This is an optimization exercise on Yosys and OpenROAD, whose aim is a short achievable clock period and few clock cycles, not a production implementation.
Function was checked by simulation only, so behaviour that the tests miss may differ from the original.
Power figures rest on the tool's default switching activity, not on a simulated workload.

==> job 3588: inputs <==
Design cpu, start of the top module:
module cpu (
	input  logic                 clock_i,
	input  logic                 rst_i,
	input  logic [31:0]          inst_i,
	input  logic [32-1:0] load_data_i,
	output logic [32-1:0] pc_o,
	output logic [32-1:0] address_o,
	output logic [32-1:0] store_data_o,
	output logic                 mem_load_o,
	output logic                 mem_store_o
);
	function automatic logic sum_eq(input logic [32-1:0] a,
			input logic [32-1:0] b, input logic [32-1:0] k);
		logic [32-1:0] need, give;
		need = a ^ b ^ k;
		give = {((a[32-2:0] ^ b[32-2:0]) & ~k[32-2:0]) |
			(a[32-2:0] & b[32-2:0]), 1'b0};
		sum_eq = need == give;
	endfunction
	logic [32-1:0] pc, pc4, npc;
	logic btb_hit, btb_taken;
	logic [32-1:0] btb_target;
	logic                 d_valid;
	logic [32-1:0] d_pc, d_pc4;
	logic [31:0]          d_inst;
	logic                 d_bhit, d_btaken;
	cpu_pkg::ctrl_t       id_ctrl;
	logic [32-1:0] id_imm, id_imm_b, id_imm_j, id_rdata1, id_rdata2;
	logic [32-1:0] id_tgt_b, id_tgt_j, id_next, id_op1, id_op2, id_opb, id_opb_early;
  ...
Settings: LEC_CHECK=0, CAP_MARGIN=20, CORE_MARGIN=2, CORE_UTILIZATION=40, SETUP_SLACK_MARGIN=5, SLEW_MARGIN=20; clock period 10.0 ns.
run.sh (not shown) runs the stock make flow with config.mk's settings and CLKGATE_MAP_FILE= SYNTH_SCRIPT=/design/flow/synth_recipe.tcl, a recipe that flattens the netlist after the stock synthesis.
==> inputs of job 9366, as changes to job 3588 <==
--- a/flow/design.v
+++ b/flow/design.v
@@ -15,16 +15,21 @@
 		logic or_;
 		logic xor_;
 		logic slt;
 		logic sll;
 		logic srl;
 		logic pass_b;
 	} alu_sel_t;
 	typedef struct packed {
+		logic mem;    
+		logic wb;     
+		logic ld;     
+	} fwd_t;
+	typedef struct packed {
 		alu_sel_t alu;
 		logic     reg_write;   
 		logic     is_load;
 		logic     is_store;
 		logic     is_branch;
 		logic     branch_ne;
 		logic     is_jump;
 		logic     use_rs1;
@@ -112,165 +117,157 @@
 	input  logic [4:0]           waddr_i,
 	input  logic [32-1:0] wdata_i,
 	input  logic [4:0]           raddr1_i,
 	input  logic [4:0]           raddr2_i,
 	output logic [32-1:0] rdata1_o,
 	output logic [32-1:0] rdata2_o
 );
 	logic [32-1:0] regs [1:32-1];
+	logic [32-1:0] r1, r2;
 	always_ff @(posedge clock_i) begin
 		if (rst_i) begin
 			for (int i = 1; i < 32; i++)
 				regs[i] <= '0;
 		end else if (we_i) begin
 			regs[waddr_i] <= wdata_i;
 		end
 	end
 	always_comb begin
-		rdata1_o = '0;
-		rdata2_o = '0;
+		r1 = '0;
+		r2 = '0;
 		for (int i = 1; i < 32; i++) begin
 			if (raddr1_i == 5'(i))
-				rdata1_o = regs[i];
+				r1 = regs[i];
 			if (raddr2_i == 5'(i))
-				rdata2_o = regs[i];
+				r2 = regs[i];
 		end
 	end
+	assign rdata1_o = (we_i && waddr_i == raddr1_i) ? wdata_i : r1;
+	assign rdata2_o = (we_i && waddr_i == raddr2_i) ? wdata_i : r2;
 endmodule
 module alu (
 	input  cpu_pkg::alu_sel_t    sel_i,
 	input  logic [32-1:0] a_i,
 	input  logic [32-1:0] b_i,
-	input  logic [4:0]           shamt_i,    
 	output logic [32-1:0] result_o,
 	output logic                 eq_o
 );
 	logic [32-1:0] sum, dif, sll, srl;
 	logic less;
 	assign sum = a_i + b_i;
 	assign dif = a_i - b_i;
 	assign less = (a_i[32-1] ^ b_i[32-1]) ? a_i[32-1] : dif[32-1];
-	assign sll = a_i << shamt_i;
-	assign srl = a_i >> shamt_i;
+	assign sll = a_i << b_i[4:0];
+	assign srl = a_i >> b_i[4:0];
 	assign result_o =
 		({32{sel_i.add}}    & sum) |
 		({32{sel_i.sub}}    & dif) |
 		({32{sel_i.and_}}   & (a_i & b_i)) |
 		({32{sel_i.or_}}    & (a_i | b_i)) |
 		({32{sel_i.xor_}}   & (a_i ^ b_i)) |
 		({32{sel_i.slt}}    & {{(32-1){1'b0}}, less}) |
 		({32{sel_i.sll}}    & sll) |
 		({32{sel_i.srl}}    & srl) |
 		({32{sel_i.pass_b}} & b_i);
 	assign eq_o = a_i == b_i;
 endmodule
 module addr_gen #(
 	parameter int N = 8,
-	parameter int NB = 3,    
-	parameter int TL = 2,    
-	parameter int TH = 13
+	parameter int NB = 3     
 ) (
 	input  logic                 clock_i,
 	input  logic                 rst_i,
 	input  logic [32-1:0] fetch_pc_i,
 	output logic                 hit_o,
 	output logic                 taken_o,
 	output logic [32-1:0] target_o,
 	input  logic                 upd_i,
 	input  logic [32-1:0] upd_pc_i,
 	input  logic [32-1:0] upd_target_i,
 	input  logic                 upd_taken_i,
 	input  logic                 upd_alloc_i     
 );
 	logic [N-1:0] valid;
-	logic [TH:TL] tag [N];
+	logic [32-1:2] tag [N];
 	logic [32-1:0] target [N];
 	logic [N-1:0] taken;
 	logic [NB-1:0] rr;
-	logic [N-1:0] hit;
-	logic u_valid, u_taken, u_alloc, uany;
-	logic [TH:TL] u_tag;
-	logic [32-1:0] u_target;
+	logic [N-1:0] hit, uhit;
+	logic uany;
 	logic [NB-1:0] uidx;
 	always_comb begin
 		hit_o = 1'b0;
 		taken_o = 1'b0;
 		target_o = '0;
 		for (int i = 0; i < N; i++) begin
-			hit[i] = valid[i] && tag[i] == fetch_pc_i[TH:TL];
+			hit[i] = valid[i] && tag[i] == fetch_pc_i[32-1:2];
 			hit_o = hit_o | hit[i];
 			taken_o = taken_o | (hit[i] & taken[i]);
 			target_o = target_o | ({32{hit[i]}} & target[i]);
 		end
 	end
-	always_ff @(posedge clock_i) begin
-		if (rst_i)
-			u_valid <= 1'b0;
-		else
-			u_valid <= upd_i;
-		u_tag <= upd_pc_i[TH:TL];
-		u_target <= upd_target_i;
-		u_taken <= upd_taken_i;
-		u_alloc <= upd_alloc_i;
-	end
 	always_comb begin
 		uany = 1'b0;
 		uidx = rr;
 		for (int i = 0; i < N; i++) begin
-			if (valid[i] && tag[i] == u_tag) begin
+			uhit[i] = valid[i] && tag[i] == upd_pc_i[32-1:2];
+			if (uhit[i]) begin
 				uany = 1'b1;
 				uidx = i[NB-1:0];
 			end
 		end
 	end
 	always_ff @(posedge clock_i) begin
 		if (rst_i) begin
 			valid <= '0;
 			rr <= '0;
-		end else if (u_valid && (uany || u_alloc)) begin
+		end else if (upd_i && (uany || upd_alloc_i)) begin
 			valid[uidx] <= 1'b1;
 			if (!uany)
 				rr <= rr + 1'b1;
 		end
 	end
 	always_ff @(posedge clock_i) begin
-		if (u_valid && (uany || u_alloc)) begin
-			tag[uidx] <= u_tag;
-			target[uidx] <= u_target;
-			taken[uidx] <= u_taken;
+		if (upd_i && (uany || upd_alloc_i)) begin
+			tag[uidx] <= upd_pc_i[32-1:2];
+			target[uidx] <= upd_target_i;
+			taken[uidx] <= upd_taken_i;
 		end
 	end
 endmodule
 module hazard (
 	input  logic       valid_i,      
 	input  logic [4:0] rs1_i,
 	input  logic [4:0] rs2_i,
 	input  logic       use_rs1_i,
 	input  logic       use_rs2_i,
-	input  logic       store_i,      
 	input  logic [4:0] ex_rd_i,
 	input  logic       ex_we_i,      
 	input  logic       ex_is_load_i,
 	input  logic [4:0] mem_rd_i,
 	input  logic       mem_we_i,
-	output logic       ex_hit1_o,    
-	output logic       ex_hit2_o,
-	output logic       mem_hit1_o,   
-	output logic       mem_hit2_o,
-	output logic       sd_late_o,    
+	input  logic       mem_is_load_i,
+	output cpu_pkg::fwd_t fwd1_o,    
+	output cpu_pkg::fwd_t fwd2_o,
 	output logic       stall_o
 );
-	assign ex_hit1_o = ex_we_i && ex_rd_i == rs1_i;
-	assign ex_hit2_o = ex_we_i && ex_rd_i == rs2_i;
-	assign mem_hit1_o = mem_we_i && mem_rd_i == rs1_i;
-	assign mem_hit2_o = mem_we_i && mem_rd_i == rs2_i;
-	assign sd_late_o = ex_is_load_i && ex_hit2_o;
+	logic ex_hit1, ex_hit2, mem_hit1, mem_hit2;
+	assign ex_hit1 = ex_we_i && ex_rd_i == rs1_i;
+	assign ex_hit2 = ex_we_i && ex_rd_i == rs2_i;
+	assign mem_hit1 = mem_we_i && mem_rd_i == rs1_i;
+	assign mem_hit2 = mem_we_i && mem_rd_i == rs2_i;
+	assign fwd1_o.mem = ex_hit1;
+	assign fwd1_o.wb = !ex_hit1 && mem_hit1 && !mem_is_load_i;
+	assign fwd1_o.ld = !ex_hit1 && mem_hit1 && mem_is_load_i;
+	assign fwd2_o.mem = ex_hit2;
+	assign fwd2_o.wb = !ex_hit2 && mem_hit2 && !mem_is_load_i;
+	assign fwd2_o.ld = !ex_hit2 && mem_hit2 && mem_is_load_i;
 	assign stall_o = valid_i && ex_is_load_i &&
-		((use_rs1_i && ex_hit1_o) || (use_rs2_i && !store_i && ex_hit2_o));
+		((use_rs1_i && ex_hit1) || (use_rs2_i && ex_hit2));
 endmodule
 module cpu (
 	input  logic                 clock_i,
 	input  logic                 rst_i,
 	input  logic [31:0]          inst_i,
 	input  logic [32-1:0] load_data_i,
 	output logic [32-1:0] pc_o,
 	output logic [32-1:0] address_o,
@@ -290,30 +287,33 @@
 	logic btb_hit, btb_taken;
 	logic [32-1:0] btb_target;
 	logic                 d_valid;
 	logic [32-1:0] d_pc, d_pc4;
 	logic [31:0]          d_inst;
 	logic                 d_bhit, d_btaken;
 	cpu_pkg::ctrl_t       id_ctrl;
 	logic [32-1:0] id_imm, id_imm_b, id_imm_j, id_rdata1, id_rdata2;
-	logic [32-1:0] id_tgt_b, id_tgt_j, id_next, id_op1, id_op2, id_opb, id_opb_early;
-	logic [4:0]           id_shamt, id_shamt_early, e_shamt;
+	logic [32-1:0] id_tgt_b, id_tgt_j, id_next;
 	logic [4:0]           id_rs1, id_rs2, id_rd;
 	logic                 id_pred, id_heur, id_ok, id_redirect, stall;
-	logic                 ex_hit1, ex_hit2, mem_hit1, mem_hit2, sd_late;
+	cpu_pkg::fwd_t        id_fwd1, id_fwd2;
 	cpu_pkg::ctrl_t       e_ctrl;
+	cpu_pkg::fwd_t        e_fwd1, e_fwd2, e_fwds;
 	logic [32-1:0] e_a, e_b, e_sd, e_alt, e_pc, e_tgt;
 	logic [4:0]           e_rd;
-	logic                 e_pred, e_sd_late;
-	logic [32-1:0] alu_result;
+	logic                 e_pred;
+	logic [32-1:0] fa, fb, alu_result;
 	logic                 alu_eq, e_taken, e_mispredict;
-	logic [32-1:0] m_result, m_sd, m_value;
+	logic [32-1:0] m_result, m_sd;
 	logic [4:0]           m_rd;
 	logic                 m_we, m_load, m_store;
+	logic [32-1:0] w_alu, w_load, w_value;
+	logic [4:0]           w_rd;
+	logic                 w_we, w_is_load;
 	addr_gen btb_i (
 		.clock_i(clock_i),
 		.rst_i(rst_i),
 		.fetch_pc_i(pc),
 		.hit_o(btb_hit),
 		.taken_o(btb_taken),
 		.target_o(btb_target),
 		.upd_i(e_ctrl.is_branch || e_ctrl.is_jump),
@@ -365,50 +365,40 @@
 		.ctrl_o(id_ctrl),
 		.imm_o(id_imm),
 		.imm_b_o(id_imm_b),
 		.imm_j_o(id_imm_j)
 	);
 	gpr gpr_i (
 		.clock_i(clock_i),
 		.rst_i(rst_i),
-		.we_i(m_we),
-		.waddr_i(m_rd),
-		.wdata_i(m_value),
+		.we_i(w_we),
+		.waddr_i(w_rd),
+		.wdata_i(w_value),
 		.raddr1_i(id_rs1),
 		.raddr2_i(id_rs2),
 		.rdata1_o(id_rdata1),
 		.rdata2_o(id_rdata2)
 	);
 	hazard hazard_i (
 		.valid_i(d_valid),
 		.rs1_i(id_rs1),
 		.rs2_i(id_rs2),
 		.use_rs1_i(id_ctrl.use_rs1),
 		.use_rs2_i(id_ctrl.use_rs2),
-		.store_i(id_ctrl.is_store),
 		.ex_rd_i(e_rd),
 		.ex_we_i(e_ctrl.reg_write),
 		.ex_is_load_i(e_ctrl.is_load),
 		.mem_rd_i(m_rd),
 		.mem_we_i(m_we),
-		.ex_hit1_o(ex_hit1),
-		.ex_hit2_o(ex_hit2),
-		.mem_hit1_o(mem_hit1),
-		.mem_hit2_o(mem_hit2),
-		.sd_late_o(sd_late),
+		.mem_is_load_i(m_load),
+		.fwd1_o(id_fwd1),
+		.fwd2_o(id_fwd2),
 		.stall_o(stall)
 	);
-	assign id_op1 = ex_hit1 ? alu_result : mem_hit1 ? m_value : id_rdata1;
-	assign id_op2 = ex_hit2 ? alu_result : mem_hit2 ? m_value : id_rdata2;
-	assign id_opb_early = id_ctrl.is_jump ? d_pc4 : id_ctrl.b_imm ? id_imm :
-		mem_hit2 ? m_value : id_rdata2;
-	assign id_opb = (ex_hit2 && !id_ctrl.b_imm) ? alu_result : id_opb_early;
-	assign id_shamt_early = id_ctrl.b_imm ? id_imm[4:0] : mem_hit2 ? m_value[4:0] : id_rdata2[4:0];
-	assign id_shamt = (ex_hit2 && !id_ctrl.b_imm) ? alu_result[4:0] : id_shamt_early;
 	assign id_heur = (id_rs1 == id_rs2) ? !id_ctrl.branch_ne :
 		(id_ctrl.branch_ne || d_inst[31]);
 	assign id_pred = id_ctrl.is_jump ||
 		(id_ctrl.is_branch && (d_bhit ? d_btaken : id_heur));
 	assign id_tgt_b = d_pc + id_imm_b;
 	assign id_tgt_j = d_pc + id_imm_j;
 	assign id_next = !id_pred ? d_pc4 : id_ctrl.is_jump ? id_tgt_j : id_tgt_b;
 	assign id_ok = !id_pred ? (d_pc4 == pc) :
@@ -416,32 +406,43 @@
 	assign id_redirect = d_valid && !id_ok;
 	always_ff @(posedge clock_i) begin
 		if (rst_i || e_mispredict || stall || !d_valid)
 			e_ctrl <= '0;  
 		else
 			e_ctrl <= id_ctrl;
 	end
 	always_ff @(posedge clock_i) begin
-		e_a <= id_op1;
-		e_b <= id_opb;
-		e_shamt <= id_shamt;  
-		e_sd <= id_op2;
-		e_sd_late <= sd_late;
+		e_fwd1 <= id_fwd1;
+		e_fwd2 <= id_ctrl.b_imm ? '0 : id_fwd2;
+		e_fwds <= id_fwd2;
+		e_a <= id_rdata1;
+		e_b <= id_ctrl.is_jump ? d_pc4 : id_ctrl.b_imm ? id_imm : id_rdata2;
+		e_sd <= id_rdata2;
 		e_rd <= id_rd;
 		e_pred <= id_pred;
 		e_alt <= id_pred ? d_pc4 : id_tgt_b;
 		e_pc <= d_pc;
 		e_tgt <= id_ctrl.is_jump ? id_tgt_j : id_tgt_b;
 	end
+	function automatic logic [32-1:0] fwd_mux(input cpu_pkg::fwd_t s,
+			input logic [32-1:0] own);
+		fwd_mux = ({32{s.mem}} & m_result) |
+			({32{s.wb}} & w_alu) |
+			({32{s.ld}} & w_load) |
+			({32{!(s.mem || s.wb || s.ld)}} & own);
+	endfunction
+	always_comb begin
+		fa = fwd_mux(e_fwd1, e_a);
+		fb = fwd_mux(e_fwd2, e_b);
+	end
 	alu alu_i (
 		.sel_i(e_ctrl.alu),
-		.a_i(e_a),
-		.b_i(e_b),
-		.shamt_i(e_shamt),
+		.a_i(fa),
+		.b_i(fb),
 		.result_o(alu_result),
 		.eq_o(alu_eq)
 	);
 	assign e_taken = e_ctrl.is_branch && (alu_eq ^ e_ctrl.branch_ne);
 	assign e_mispredict = e_ctrl.is_branch && (e_taken ^ e_pred);
 	always_ff @(posedge clock_i) begin
 		if (rst_i) begin
 			m_we <= 1'b0;
@@ -450,17 +451,30 @@
 		end else begin
 			m_we <= e_ctrl.reg_write;
 			m_load <= e_ctrl.is_load;
 			m_store <= e_ctrl.is_store;
 		end
 	end
 	always_ff @(posedge clock_i) begin
 		m_result <= alu_result;
-		m_sd <= e_sd_late ? load_data_i : e_sd;
+		m_sd <= fwd_mux(e_fwds, e_sd);
 		m_rd <= e_rd;
 	end
 	assign address_o = m_result;
 	assign store_data_o = m_sd;
 	assign mem_load_o = m_load;
 	assign mem_store_o = m_store;
-	assign m_value = m_load ? load_data_i : m_result;
+	always_ff @(posedge clock_i) begin
+		if (rst_i) begin
+			w_we <= 1'b0;
+		end else begin
+			w_we <= m_we;
+		end
+	end
+	always_ff @(posedge clock_i) begin
+		w_alu <= m_result;
+		w_load <= load_data_i;
+		w_is_load <= m_load;
+		w_rd <= m_rd;
+	end
+	assign w_value = w_is_load ? w_load : w_alu;
 endmodule
==> flow/config.mk (replaced) <==
export PLATFORM = sky130hd
export DESIGN_NAME = cpu
export DESIGN_NICKNAME = cpu
export VERILOG_FILES = /design/flow/design.v
export SDC_FILE = /design/flow/constraint.sdc
export NUM_CORES = 4
export LEC_CHECK = 0
export CAP_MARGIN = 20
export CORE_MARGIN = 2
export CORE_UTILIZATION = 40
export SLEW_MARGIN = 20
==> impl_metrics.ini <==
[global_route]
track_usage_pct = 36.5

[placed_design]
dp.cells = 12900

[clocking]
postCtsSetupBuffers = 0

[power_and_ir_drop]
pwr-share-seq_pct = 45.1

[sta]
worst_slew_pin_slew_ps = 1290
setup_ws_ps = 2840

[synth]
synthAdderAreaFrac_pct = 2.68

[finish]
nMultiInputCombCells = 6783
diodes = 17

[setup_path]
r2r-end = btb_i.target[1][18]$_DFFE_PP_

[detailed_routing]
met2WireLength_mm = 203

[outcome]
run_status = no timing/DRC/antenna violations
(the above is from job 9366)
==> impl_metrics.ini <==
[placed_design]
dp.cells = 11800

[global_route]
track_usage_pct = 35.7

[finish]
stdcell_count = 12200
nMultiInputCombCells = 6155
diodes = 18

[outcome]
run_status = no timing/DRC/antenna violations

[power_and_ir_drop]
pwr-share-seq_pct = 44.9

[sta]
setup_ws_ps = 4700

[clocking]
postCtsSetupBuffers = 7
(the above is from job 3588)
Testbench counts of job 3588, summed over its fixed seeds: cycles 19,083.
Testbench counts of job 9366, summed over its fixed seeds: cycles 19,092.

[port drivers added, routing unchanged]
Ports are ideal in the flow. The routed layouts listed here were re-timed in OpenROAD.
Step 1 sets driving cells, clkbuf_16 on the clock port and buf_2 on the other inputs (assumed; they add their load-dependent delay and slew).
Step 2, shift: input delay + t, output delay - t, t = (earliest + latest rising clock arrival at the registers) / 2. This alone moves slack from input paths to output paths.
Slacks: ideal ports / drivers / drivers and shift; pairs: ideal ports / drivers.
run | t, ns | setup slack, ns | worst setup path at the end | clock arrival spread, ns | cell pins on the clock port's net
job 3588 | 0.985 | 4.698 / 4.698 / 4.698 | register to register | 0.084 / 0.084 | 1
job 9366 | 0.972 | 2.837 / 2.837 / 2.837 | register to register | 0.093 / 0.093 | 1
After both steps every run listed still meets setup and hold.
